This design comes from an exercise in tuning for small area on the open sky130 flow, not from production work.
Function not checked in this run: the RTL went through the layout flow alone.
Power and IR drop assume default switching activity.

==> design/flow/design.v <==
`default_nettype none
package hdep_pkg;
   localparam logic [1:0] ST_OK        = 2'd0;
   localparam logic [1:0] ST_DAY_LONG  = 2'd1;
   localparam logic [1:0] ST_YEAR_LONG = 2'd2;
endpackage
`default_nettype wire
`default_nettype none
module http_date_to_epoch_parser (
   input  wire logic               clock,
   input  wire logic               reset,
   input  wire logic [7:0]         req_text_byte,
   input  wire logic               req_first,
   input  wire logic               req_push,
   output logic                    req_full,
   output logic [1:0]              rsp_status,
   output logic signed [39:0]      rsp_epoch_seconds,
   output logic                    rsp_empty,
   input  wire logic               rsp_pop,
   input  wire logic               csr_valid,
   output logic                    csr_ready,
   input  wire logic signed [17:0] csr_zone_offset
);
   localparam logic [2:0] P_IDLE = 3'd0;
   localparam logic [2:0] P_SKIP = 3'd1;
   localparam logic [2:0] P_DAY  = 3'd2;
   localparam logic [2:0] P_MON  = 3'd3;
   localparam logic [2:0] P_YEAR = 3'd4;
   localparam logic [2:0] P_TIME = 3'd5;
   logic [2:0]  ph;
   logic [2:0]  cnt;
   logic        done;
   logic [6:0]  day_v, hour_v, min_v, sec_v;
   logic [3:0]  mc;
   logic [15:0] yb;
   logic        accept, first, is_sp, is_dig, take;
   logic [7:0]  ch;
   logic [3:0]  dg;
   logic [3:0]  vsel;
   logic [6:0]  acc10;
   logic [3:0]  mnext;
   logic        fin0, fin1, fin2, fin_any;
   assign ch     = req_text_byte;
   assign dg     = ch[3:0];
   assign accept = req_push && !req_full;
   assign first  = accept && req_first;
   assign is_sp  = (ch == 8'h20);
   assign is_dig = (ch[7:4] == 4'h3) && (ch[3:0] <= 4'd9);
   assign take   = is_dig && !done;
   always_comb begin
      if (ph == P_DAY)
         vsel = day_v[3:0];
      else if (cnt[2:1] == 2'b00)
         vsel = hour_v[3:0];
      else if (cnt[2] == 1'b0 || cnt == 3'd4)
         vsel = min_v[3:0];
      else if (cnt == 3'd6)
         vsel = 4'd0;
      else
         vsel = sec_v[3:0];
      acc10 = {vsel, 3'b000} + {2'b00, vsel, 1'b0} + {3'b000, dg};
   end
   always_comb begin
      mnext = 4'd15;
      case (cnt[1:0])
         2'd0: begin
            case (ch)
               8'h4A: mnext = 4'd0;    
               8'h46: mnext = 4'd1;    
               8'h4D: mnext = 4'd2;    
               8'h41: mnext = 4'd3;    
               8'h53: mnext = 4'd8;    
               8'h4F: mnext = 4'd9;    
               8'h4E: mnext = 4'd10;   
               8'h44: mnext = 4'd11;   
               default: mnext = 4'd15;
            endcase
         end
         2'd1: begin
            case ({mc, ch})
               {4'd0,  8'h61}: mnext = 4'd0;    
               {4'd0,  8'h75}: mnext = 4'd5;    
               {4'd1,  8'h65}: mnext = 4'd1;    
               {4'd2,  8'h61}: mnext = 4'd2;    
               {4'd3,  8'h70}: mnext = 4'd3;    
               {4'd3,  8'h75}: mnext = 4'd7;    
               {4'd8,  8'h65}: mnext = 4'd8;    
               {4'd9,  8'h63}: mnext = 4'd9;    
               {4'd10, 8'h6F}: mnext = 4'd10;   
               {4'd11, 8'h65}: mnext = 4'd11;   
               default:        mnext = 4'd15;
            endcase
         end
         default: begin
            case ({mc, ch})
               {4'd0,  8'h6E}: mnext = 4'd0;    
               {4'd5,  8'h6E}: mnext = 4'd5;    
               {4'd5,  8'h6C}: mnext = 4'd6;    
               {4'd1,  8'h62}: mnext = 4'd1;    
               {4'd2,  8'h72}: mnext = 4'd2;    
               {4'd2,  8'h79}: mnext = 4'd4;    
               {4'd3,  8'h72}: mnext = 4'd3;    
               {4'd7,  8'h67}: mnext = 4'd7;    
               {4'd8,  8'h70}: mnext = 4'd8;    
               {4'd9,  8'h74}: mnext = 4'd9;    
               {4'd10, 8'h76}: mnext = 4'd10;   
               {4'd11, 8'h63}: mnext = 4'd11;   
               default:        mnext = 4'd15;
            endcase
         end
      endcase
   end
   assign fin0    = accept && !req_first && (ph == P_TIME) && (cnt == 3'd7);
   assign fin1    = accept && !req_first && (ph == P_DAY) && !is_sp && (cnt == 3'd2);
   assign fin2    = accept && !req_first && (ph == P_YEAR) && !is_sp && (cnt == 3'd4);
   assign fin_any = fin0 || fin1 || fin2;
   always_ff @(posedge clock) begin
      if (reset) begin
         ph <= P_IDLE;
      end else if (accept) begin
         if (req_first) begin
            ph <= P_SKIP;
         end else begin
            case (ph)
               P_SKIP: if (cnt == 3'd3) ph <= P_DAY;
               P_DAY:  if (is_sp) ph <= P_MON; else if (cnt == 3'd2) ph <= P_IDLE;
               P_MON:  if (is_sp) ph <= P_YEAR;
               P_YEAR: if (is_sp) ph <= P_TIME; else if (cnt == 3'd4) ph <= P_IDLE;
               P_TIME: if (cnt == 3'd7) ph <= P_IDLE;
               default: ph <= ph;
            endcase
         end
      end
   end
   always_ff @(posedge clock) begin
      if (accept) begin
         if (req_first) begin
            cnt    <= 3'd0;
            done   <= 1'b0;
            day_v  <= 7'd0;
            hour_v <= 7'd0;
            min_v  <= 7'd0;
            yb     <= 16'd0;
         end else begin
            case (ph)
               P_SKIP: cnt <= (cnt == 3'd3) ? 3'd0 : cnt + 3'd1;
               P_DAY: begin
                  if (is_sp) begin
                     cnt  <= 3'd0;
                     done <= 1'b0;
                  end else if (cnt != 3'd2) begin
                     cnt  <= cnt + 3'd1;
                     done <= done || !is_dig;
                     if (take) day_v <= acc10;
                  end
               end
               P_MON: begin
                  if (is_sp) begin
                     cnt <= 3'd0;
                     mc  <= (cnt == 3'd3 && mc != 4'd15) ? mc : 4'd0;
                  end else begin
                     if (cnt < 3'd3) mc <= mnext;
                     if (cnt != 3'd4) cnt <= cnt + 3'd1;
                  end
               end
               P_YEAR: begin
                  if (is_sp) begin
                     cnt  <= 3'd0;
                     done <= 1'b0;
                  end else if (cnt != 3'd4) begin
                     cnt  <= cnt + 3'd1;
                     done <= done || !is_dig;
                     if (take) yb <= {yb[11:0], dg};
                  end
               end
               P_TIME: begin
                  cnt <= cnt + 3'd1;
                  case (cnt)
                     3'd0, 3'd1: begin
                        done <= done || !is_dig;
                        if (take) hour_v <= acc10;
                     end
                     3'd3, 3'd4: begin
                        done <= done || !is_dig;
                        if (take) min_v <= acc10;
                     end
                     3'd6: begin
                        done  <= !is_dig;
                        sec_v <= is_dig ? acc10 : 7'd0;
                     end
                     3'd7: begin
                        if (take) sec_v <= acc10;
                     end
                     default: done <= 1'b0;
                  endcase
               end
               default: ;
            endcase
         end
      end
   end
   logic [17:0] zw;
   assign csr_ready = 1'b1;
   always_ff @(posedge clock) begin
      if (reset)
         zw <= 18'h1FFFF;
      else if (csr_valid)
         zw <= {csr_zone_offset[17], ~csr_zone_offset[16:0]};
   end
   localparam logic [3:0] E_IDLE = 4'd0;
   localparam logic [3:0] E_H2   = 4'd1;
   localparam logic [3:0] E_H1   = 4'd2;
   localparam logic [3:0] E_H0   = 4'd3;
   localparam logic [3:0] E_HS   = 4'd4;
   localparam logic [3:0] E_NS   = 4'd5;
   localparam logic [3:0] E_WF   = 4'd6;
   localparam logic [3:0] E_RDY  = 4'd7;
   logic [3:0]  est;
   logic [38:0] x;
   logic [38:0] p1, p2, p3, p4, sum;
   logic [38:0] cs1, cc1, cs2, cc2;
   logic        st_h3, st_horner, h_ready, n_ready, x_en;
   logic [1:0]  bj;
   logic [3:0]  gbits;
   logic [38:0] g;
   logic [1:0]  q3, r3;
   logic        y_mod4, y_mod100, y_mod400, leap, lc;
   logic [10:0] tdoy;
   logic        wr_x;
   assign st_h3     = (est == E_IDLE) && (ph == P_TIME) && !first;
   assign st_horner = st_h3 || (est == E_H2) || (est == E_H1) || (est == E_H0);
   assign h_ready   = (ph == P_TIME) && (cnt >= 3'd2);
   assign n_ready   = (ph == P_TIME) && (cnt >= 3'd5);
   always_comb begin
      case (est)
         E_H2:    bj = 2'd2;
         E_H1:    bj = 2'd1;
         E_H0:    bj = 2'd0;
         default: bj = 2'd3;
      endcase
      gbits = {yb[12 + bj], yb[8 + bj], yb[4 + bj], yb[bj]};
   end
   always_comb begin
      case ({st_h3, gbits})
         5'd0:  g = 39'h0000000000;
         5'd1:  g = 39'h00000005B5;
         5'd2:  g = 39'h0000003912;
         5'd3:  g = 39'h0000003EC7;
         5'd4:  g = 39'h0000023AB1;
         5'd5:  g = 39'h0000024066;
         5'd6:  g = 39'h00000273C3;
         5'd7:  g = 39'h0000027978;
         5'd8:  g = 39'h0000164AEA;
         5'd9:  g = 39'h000016509F;
         5'd10: g = 39'h00001683FC;
         5'd11: g = 39'h00001689B1;
         5'd12: g = 39'h000018859B;
         5'd13: g = 39'h0000188B50;
         5'd14: g = 39'h000018BEAD;
         5'd15: g = 39'h000018C462;
         5'd16: g = 39'h7FFFFA82A9;
         5'd17: g = 39'h7FFFFA885E;
         5'd18: g = 39'h7FFFFABBBB;
         5'd19: g = 39'h7FFFFAC170;
         5'd20: g = 39'h7FFFFCBD5A;
         5'd21: g = 39'h7FFFFCC30F;
         5'd22: g = 39'h7FFFFCF66C;
         5'd23: g = 39'h7FFFFCFC21;
         5'd24: g = 39'h000010CD93;
         5'd25: g = 39'h000010D348;
         5'd26: g = 39'h00001106A5;
         5'd27: g = 39'h0000110C5A;
         5'd28: g = 39'h0000130844;
         5'd29: g = 39'h0000130DF9;
         5'd30: g = 39'h0000134156;
         default: g = 39'h000013470B;
      endcase
   end
   assign q3       = {yb[12] ^ yb[9], yb[8]};
   assign r3       = {yb[4] ^ yb[1], yb[0]};
   assign y_mod4   = !yb[0] && !(yb[4] ^ yb[1]);
   assign y_mod100 = (yb[7:0] == 8'd0);
   assign y_mod400 = y_mod100 && !yb[8] && !(yb[12] ^ yb[9]);
   assign leap     = y_mod100 ? y_mod400 : y_mod4;
   assign lc       = leap && (mc[3:1] == 3'd0);
   always_comb begin
      case (mc)
         4'd0:    tdoy = lc ? 11'd4 : 11'd8;
         4'd1:    tdoy = lc ? 11'd128 : 11'd132;
         4'd2:    tdoy = 11'd244;
         4'd3:    tdoy = 11'd368;
         4'd4:    tdoy = 11'd488;
         4'd5:    tdoy = 11'd612;
         4'd6:    tdoy = 11'd732;
         4'd7:    tdoy = 11'd856;
         4'd8:    tdoy = 11'd980;
         4'd9:    tdoy = 11'd1100;
         4'd10:   tdoy = 11'd1224;
         default: tdoy = 11'd1344;
      endcase
   end
   always_comb begin
      if (est == E_NS || est == E_RDY)
         p1 = {x[32:0], 6'd0};
      else if (st_h3)
         p1 = 39'd0;
      else
         p1 = {x[37:0], 1'b0};
      if (st_horner)
         p2 = g;
      else if (est == E_HS)
         p2 = {x[36:0], 2'b00};
      else if (est == E_NS)
         p2 = {~x[36:0], 2'b11};
      else
         p2 = {~x[36:0], 2'b01};
      case (est)
         E_H0:    p3 = {30'd0, day_v, ~q3};
         E_HS:    p3 = {32'd0, hour_v};
         E_NS:    p3 = {28'd0, 11'd1408 | {4'd0, min_v}};
         E_RDY:   p3 = {28'd0, 11'd512 | {4'd0, sec_v}};
         default: p3 = 39'd0;
      endcase
      case (est)
         E_H0:    p4 = {28'd0, tdoy | {9'd0, ~r3}};
         E_RDY:   p4 = {21'd0, zw};
         default: p4 = 39'd0;
      endcase
      cs1 = p1 ^ p2 ^ p3;
      cc1 = {(p1[37:0] & p2[37:0]) | (p1[37:0] & p3[37:0]) | (p2[37:0] & p3[37:0]), 1'b0};
      cs2 = cs1 ^ cc1 ^ p4;
      cc2 = {(cs1[37:0] & cc1[37:0]) | (cs1[37:0] & p4[37:0]) | (cc1[37:0] & p4[37:0]), 1'b0};
      sum = cs2 + cc2;
   end
   logic [38:0] ring [9];
   logic [3:0]  wd, rdd, rc;
   logic [1:0]  pe0, pe1;
   logic [3:0]  oc;
   logic        hv;
   logic [1:0]  hs;
   logic [38:0] he;
   logic        pop, space, wr_e, wr_any, rd_now, err_tap;
   logic [38:0] tap, wword;
   assign tap     = ring[8];
   assign pop     = rsp_pop && hv;
   assign rd_now  = (rdd == 4'd0) && (rc != 4'd0) && (!hv || pop);
   assign space   = (rc != 4'd9) || rd_now;
   assign wr_x    = (est == E_RDY) && (wd == 4'd0) && space;
   assign wr_e    = (est != E_RDY) && (pe0 != 2'd0) && (wd == 4'd0) && space;
   assign wr_any  = wr_x || wr_e;
   assign wword   = wr_x ? sum : {3'b100, 35'd0, pe0[1]};
   assign err_tap = tap[38] && !tap[37] && !tap[36];
   assign req_full          = (oc > 4'd10);
   assign rsp_empty         = !hv;
   assign rsp_status        = hs;
   assign rsp_epoch_seconds = {he[38], he};
   assign x_en = st_horner || (est == E_HS && h_ready) || (est == E_NS && n_ready);
   always_ff @(posedge clock) begin
      if (x_en) x <= sum;
   end
   always_ff @(posedge clock) begin
      if (reset) begin
         est <= E_IDLE;
      end else begin
         case (est)
            E_IDLE:  if (st_h3) est <= E_H2;
            E_H2:    est <= first ? E_IDLE : E_H1;
            E_H1:    est <= first ? E_IDLE : E_H0;
            E_H0:    est <= first ? E_IDLE : E_HS;
            E_HS:    est <= first ? E_IDLE : (h_ready ? E_NS : E_HS);
            E_NS:    est <= first ? E_IDLE : (n_ready ? E_WF : E_NS);
            E_WF:    est <= first ? E_IDLE : (fin0 ? E_RDY : E_WF);
            E_RDY:   if (wr_x) est <= E_IDLE;
            default: est <= E_IDLE;
         endcase
      end
   end
   always_ff @(posedge clock) begin
      ring[0] <= wr_any ? wword : tap;
      for (int i = 1; i < 9; i++) ring[i] <= ring[i-1];
   end
   always_ff @(posedge clock) begin
      if (rd_now) begin
         hs <= err_tap ? (tap[0] ? 2'd2 : 2'd1) : 2'd0;
         he <= err_tap ? 39'd0 : tap;
      end
   end
   always_ff @(posedge clock) begin
      logic [1:0] n0, n1;
      if (reset) begin
         wd  <= 4'd0;
         rdd <= 4'd0;
         rc  <= 4'd0;
         hv  <= 1'b0;
         oc  <= 4'd0;
         pe0 <= 2'd0;
         pe1 <= 2'd0;
      end else begin
         wd  <= wr_any ? 4'd0 : ((wd == 4'd0) ? 4'd8 : wd - 4'd1);
         rdd <= rd_now ? 4'd0 : ((rdd == 4'd0) ? 4'd8 : rdd - 4'd1);
         rc  <= rc + {3'd0, wr_any} - {3'd0, rd_now};
         hv  <= rd_now || (hv && !pop);
         oc  <= oc + {3'd0, fin_any} - {3'd0, pop};
         n0 = wr_e ? pe1 : pe0;
         n1 = wr_e ? 2'd0 : pe1;
         if (fin1 || fin2) begin
            if (n0 == 2'd0) n0 = fin2 ? 2'd2 : 2'd1;
            else            n1 = fin2 ? 2'd2 : 2'd1;
         end
         pe0 <= n0;
         pe1 <= n1;
      end
   end
endmodule
`default_nettype wire
==> design/flow/run.sh <==
#!/bin/bash
# synth_recipe.tcl (not shown) runs the flow's synth.tcl, then flattens the netlist and writes it again
# the make line also repeats each setting of config.mk as NAME=value (left out here)
make -C /OpenROAD-flow-scripts/flow DESIGN_CONFIG=/design/flow/config.mk WORK_HOME=/design/flow/orfs CLKGATE_MAP_FILE= SYNTH_SCRIPT=/design/flow/synth_recipe.tcl finish
==> design/flow/config.mk <==
export PLATFORM = sky130hd
export DESIGN_NAME = http_date_to_epoch_parser
export DESIGN_NICKNAME = http_date_to_epoch_parser
export VERILOG_FILES = /design/flow/design.v
export SDC_FILE = /design/flow/constraint.sdc
export NUM_CORES = 4
export LEC_CHECK = 0
export CAP_MARGIN = 20
export CORE_MARGIN = 2
export CORE_UTILIZATION = 40
export SLEW_MARGIN = 20
==> design/flow/constraint.sdc <==
create_clock -name core_clock -period 8.0 [get_ports {clock}]
set_input_delay 1.6000 -clock core_clock [delete_from_list [all_inputs] [get_ports {clock}]]
set_output_delay 1.6000 -clock core_clock [all_outputs]
set_load 0.01 [all_outputs]
==> notes.md <==
registers in the layout (all words and copies together) (netlist names), 2 cells and up:
name and cells:
zw 18, yb 16, sec_v 7, hour_v 7
wd 4, pe0 2, pe1 2, ring 351
ph 3, rc 4, mc 4, cnt 3
est 3, hs 2, rdd 4, day_v 7
he 39, min_v 7, oc 4, x 38
final cells by class:
| class | count | share of cell area |
|---|---|---|
| clock buffers | 71 | 0.05953 |
| clock inverters | 22 | 0.009913 |
| inverters | 92 | 0.01396 |
| multi-input cells | 1293 | 0.3626 |
| flip-flops and latches | 527 | 0.4795 |
| well taps | 696 | 0.03520 |
| repair buffers | 103 | 0.03935 |
cells in the mapped netlist, types with 4 or more instances:
| master | count |
|---|---|
| a2111oi_0 | 4 |
| a211oi_1 | 24 |
| a21o_1 | 24 |
| a21oi_1 | 129 |
| a221oi_1 | 4 |
| a22o_1 | 40 |
| a22oi_1 | 16 |
| a311oi_1 | 4 |
| a31oi_1 | 13 |
| and2_1 | 8 |
| and3_1 | 18 |
| buf_1 | 9 |
| buf_2 | 10 |
| clkbuf_1 | 82 |
| dfxtp_1 | 396 |
| edfxtp_1 | 131 |
| fa_1 | 32 |
| ha_1 | 129 |
| inv_1 | 90 |
| mux2i_1 | 14 |
| nand2_1 | 187 |
| nand2b_1 | 34 |
| nand3_1 | 22 |
| nand3b_1 | 8 |
| nand4_1 | 7 |
| nor2_1 | 129 |
| nor2b_1 | 66 |
| nor3_1 | 36 |
| nor3b_1 | 7 |
| nor4_1 | 15 |
| o211ai_1 | 7 |
| o21a_1 | 10 |
| o21ai_0 | 110 |
| o21bai_1 | 9 |
| o22ai_1 | 19 |
| o31ai_1 | 5 |
| o41ai_1 | 6 |
| or3_1 | 8 |
| or4_1 | 4 |
| xnor2_1 | 45 |
| xor2_1 | 45 |
final timing paths:
path,start,to,slack (ns),cells after the start
hold / removal,ring[3][36],ring[4][36],0.31,0
hold reg to reg,ring[3][36],ring[4][36],0.31,0
setup / recovery,est[1],ring[0][29],1.15,25
setup reg to reg,est[1],ring[0][29],1.15,25
cell usage in the layout (no fill, tap or decap), types with 9 or more instances in the layout:
master	count
nor2b_1	65
o21bai_1	9
clkbuf_8	10
o21ai_0	110
o21a_1	10
nand2_1	187
and3_1	18
nor2_1	126
a22oi_1	16
nor3_1	36
mux2i_1	14
a211oi_1	24
clkbuf_1	9
a31oi_1	13
a22o_1	40
buf_4	27
nor4_1	13
inv_1	90
edfxtp_1	131
nand3_1	22
xnor2_1	45
o22ai_1	18
clkbuf_16	52
xor2_1	45
a21o_1	24
ha_1	129
clkdlybuf4s50_1	75
nand2b_1	34
clkinv_2	9
dfxtp_1	396
a21oi_1	128
fa_1	32
where the power goes:
part	leakage, nW	switching, W	internal [W]
logic	4.70	0.000387	0.000339
registers	4.43	0.0000767	0.00295
clock network	0.853	0.00100	0.00140
cells by family (layout without fill, tap and decap cells):
logic type | Yosys count | in the layout | share of synthesized area
other | 1 | 1 | 0.0001740
AND/OR/NAND/NOR | 561 | 561 | 0.1260
adder cells (fa/ha/maj) | 161 | 161 | 0.1046
multiplexers | 16 | 16 | 0.007549
AO/OA/AOI/OAI | 464 | 464 | 0.1386
buffers and inverters | 197 | 288 | 0.03595
flip-flops | 527 | 527 | 0.5505
XOR/XNOR | 90 | 90 | 0.03659
through the flow:
| step | cell area, sq um | std cells | hold slack (ns) | setup WS (ns) | power [W] |
|---|---|---|---|---|---|
| finish | 24740 | 2804 | 0.3132 | 1.146 | 0.006149 |
| global route | 24740 | 2804 | 0.3155 | 0.6110 | 0.006423 |
| CTS | 24720 | 2803 | 0.3045 | 1.182 | 0.006230 |
| detailed placement | 23000 | 2710 | 0.3121 | 0.7000 | 0.003823 |
| global placement | 23000 | 2710 | 0.3097 | 0.7331 | 0.003793 |
| floorplan | 21550 | 2017 | 0.3096 | 1.597 | 0.003495 |
critical path, cell delays in order, from the launching register on:
cell	delay (ns)
dfxtp_1	0.94
nand2b_1	0.27
nor2_1	0.06
a21oi_1	0.12
o22a_1	0.34
inv_1	0.27
ha_1	0.29
nand2_1	0.08
nand3_1	0.11
a311oi_1	0.37
a21oi_1	0.11
a21oi_1	0.24
fa_1	0.47
fa_1	0.54
inv_1	0.07
fa_1	0.45
a211oi_1	0.23
nor2_1	0.11
o31ai_1	0.32
o31ai_1	0.12
buf_4	0.16
a21o_1	0.17
a31oi_1	0.38
o21bai_1	0.15
xor2_1	0.18
a22o_1	0.18
layer usage:
metal  vias to the layer above  global-route usage  part of all wire
li1                       7163                   -                 -
met1                      7026              0.2473              0.48
met2                       460              0.2733              0.44
met3                        73             0.03171             0.059
met4                         0             0.05018             0.022
met5                         -                   0                 0
==> summary.md <==
| Metric | Value |
|---|---|
| Result of the run | no timing/DRC/antenna violations |
| Via count of the first global-routing pass | 14290 |
| Half-perimeter wire length after placement | 34520 microns |
| Count of input and output buffers | 75 |
| Count of hold buffers inserted by post-cts repair | 0 |
| Number of buffers between clock root and the deepest sink | 3 |
| Critical Path Source Type | flip-flop |
| Ratio of cells with drive above 1 in the final layout | 0.06546 |
| Total number of placement rows | 85 |
| Post-synthesis cell area | 21550 sq um |
| Top-area cell type share of the netlist area | 0.3679 |
| Clk Latency, worst-skew pair | 0.60 ns |
| Data required time at the worst endpoint | 8.49 ns |
| Routed Wire Length | 48950 microns |
| Number of clock sinks | 527 |
| Top-Level Pins | 77 |
| Starting DRC count in detailed routing | 1021 |
| Area contributors post-synth | dfxtp_1, edfxtp_1, ha_1, nand2_1, a21oi_1 |
| Net Count, Synth | 2210 |
| Antenna Violating Nets Remaining | 0 |
| Headroom to the max-slew limit | 0.3671 |
| Area of the die | 55740 sq um |
| ANT cells | 0 |
| H-tree depth reported by CTS | 2 |
| Net count of the finished layout | 2260 |
| Post-cts gate resize count | 0 |
| Global placement routability congestion | 0.9047 |
| Cell count after synthesis | 2017 |
| RSZ-0062 raised after global routing | no |
| First-pass GRT wire length | 78110 microns |
| Post-Synthesis Mean Instance Area | 10.68 sq um |
| Measured slew at the worst slew-check pin | 0.9464 ns |
| Worst-case vdd ir drop | 0.1561 mV |
| Library cell with the largest summed area after synthesis | dfxtp_1 |
| Number of distinct standard cells referenced by the synthesized netlist | 80 |
| Period Utilization, post-route | 0.8568 |
| Highest achievable clock rate | 145.9 MHz |
| Layout Skew | 0.02781 ns |
| Horizontal extent of the die | 236.1 microns |
| Maximum number of pins on one net before global-route repair | 47 |
| Total DRC errors in the routed layout | 0 |
| Min cycle time layout | 6.854 ns |
| Die height | 236.1 microns |
| Hold/Removal Path Class | reg -> reg |
| Via density per instance | 5.250 |
| Core area | 53500 sq um |
| Total grt overflow | 0 |
| Async set or reset register ratio after synthesis | 0 |
| Total global-route track usage | 0.1747 |
| Cell Pwr Density | 248.6 nW/um^2 |
| Area growth, synth to finish | 14.82% |
| CTS tree | built |
| Average wire per cell in the routed design | 17.46 microns |
| Number of synthesis warnings | 2 |
| Post-CTS setup buffer count | 0 |
| Number of enable-type register cells in the synthesized netlist | 131 |
| Multi-input logic area | 8970 sq um |
| TritonRoute pass-1 iters | 7 |
| Flip-flop cell with the highest count after synthesis | dfxtp_1 |
| Static power due to leakage | 9.992 nW |
| Fill cells | 4946 |
| Initial antenna violation count | 0 |
| Sequential standard cell area | 11860 sq um |
| CP Max Fanout | 19 |
| Number of flip-flops and latches in the synthesized netlist | 527 |
| Aggregate negative setup slack | 0 ns |
| Fraction of the yosys area taken by sequential cells | 0.5505 |
| Number of max-cap violations | 0 |
| Final max-slew violation count | 0 |
| Routed vias | 14720 |
| Utilization after layout | 0.4624 |
| Total clock buffers created by CTS | 50 |
| Crit Path Category | reg -> reg |
| Starting Density | 0.4028 |
| Register clock-pin slew on the reported worst setup and hold paths | 0.06 ns |
| Endpoints failing hold | 0 |
| Cell chosen for the clock root | clkbuf_16 |
| Arrival time of data at the critical path endpoint | 7.34 ns |
| Number of setup violations in the final report | 0 |
| Type of element capturing the critical path | flip-flop |

## separate check: timing with driven ports
How much do the figures lean on ideal ports? The routed layout below was timed once more, with nothing changed but the port constraints.
Step 1: set_driving_cell puts a clkbuf_16 on clock and a buf_2 on each other input, an assumption about the parent block.
Step 2 also shifts input and output timing later by t, the mid clock arrival at the registers, as if the neighbouring blocks saw the same clock.
Three values: ideal ports, drivers, drivers and shift; two values: the first two.
t (ns): 0.645
setup WS [ns]: 1.146 / 1.146 / 0.683
slew at the worst register clock pin (ns): 0.07 / 0.07
After both steps this run still meets setup and hold. The setup slack of this run moves by 0.000 ns with the drivers and by -0.463 ns with both steps.
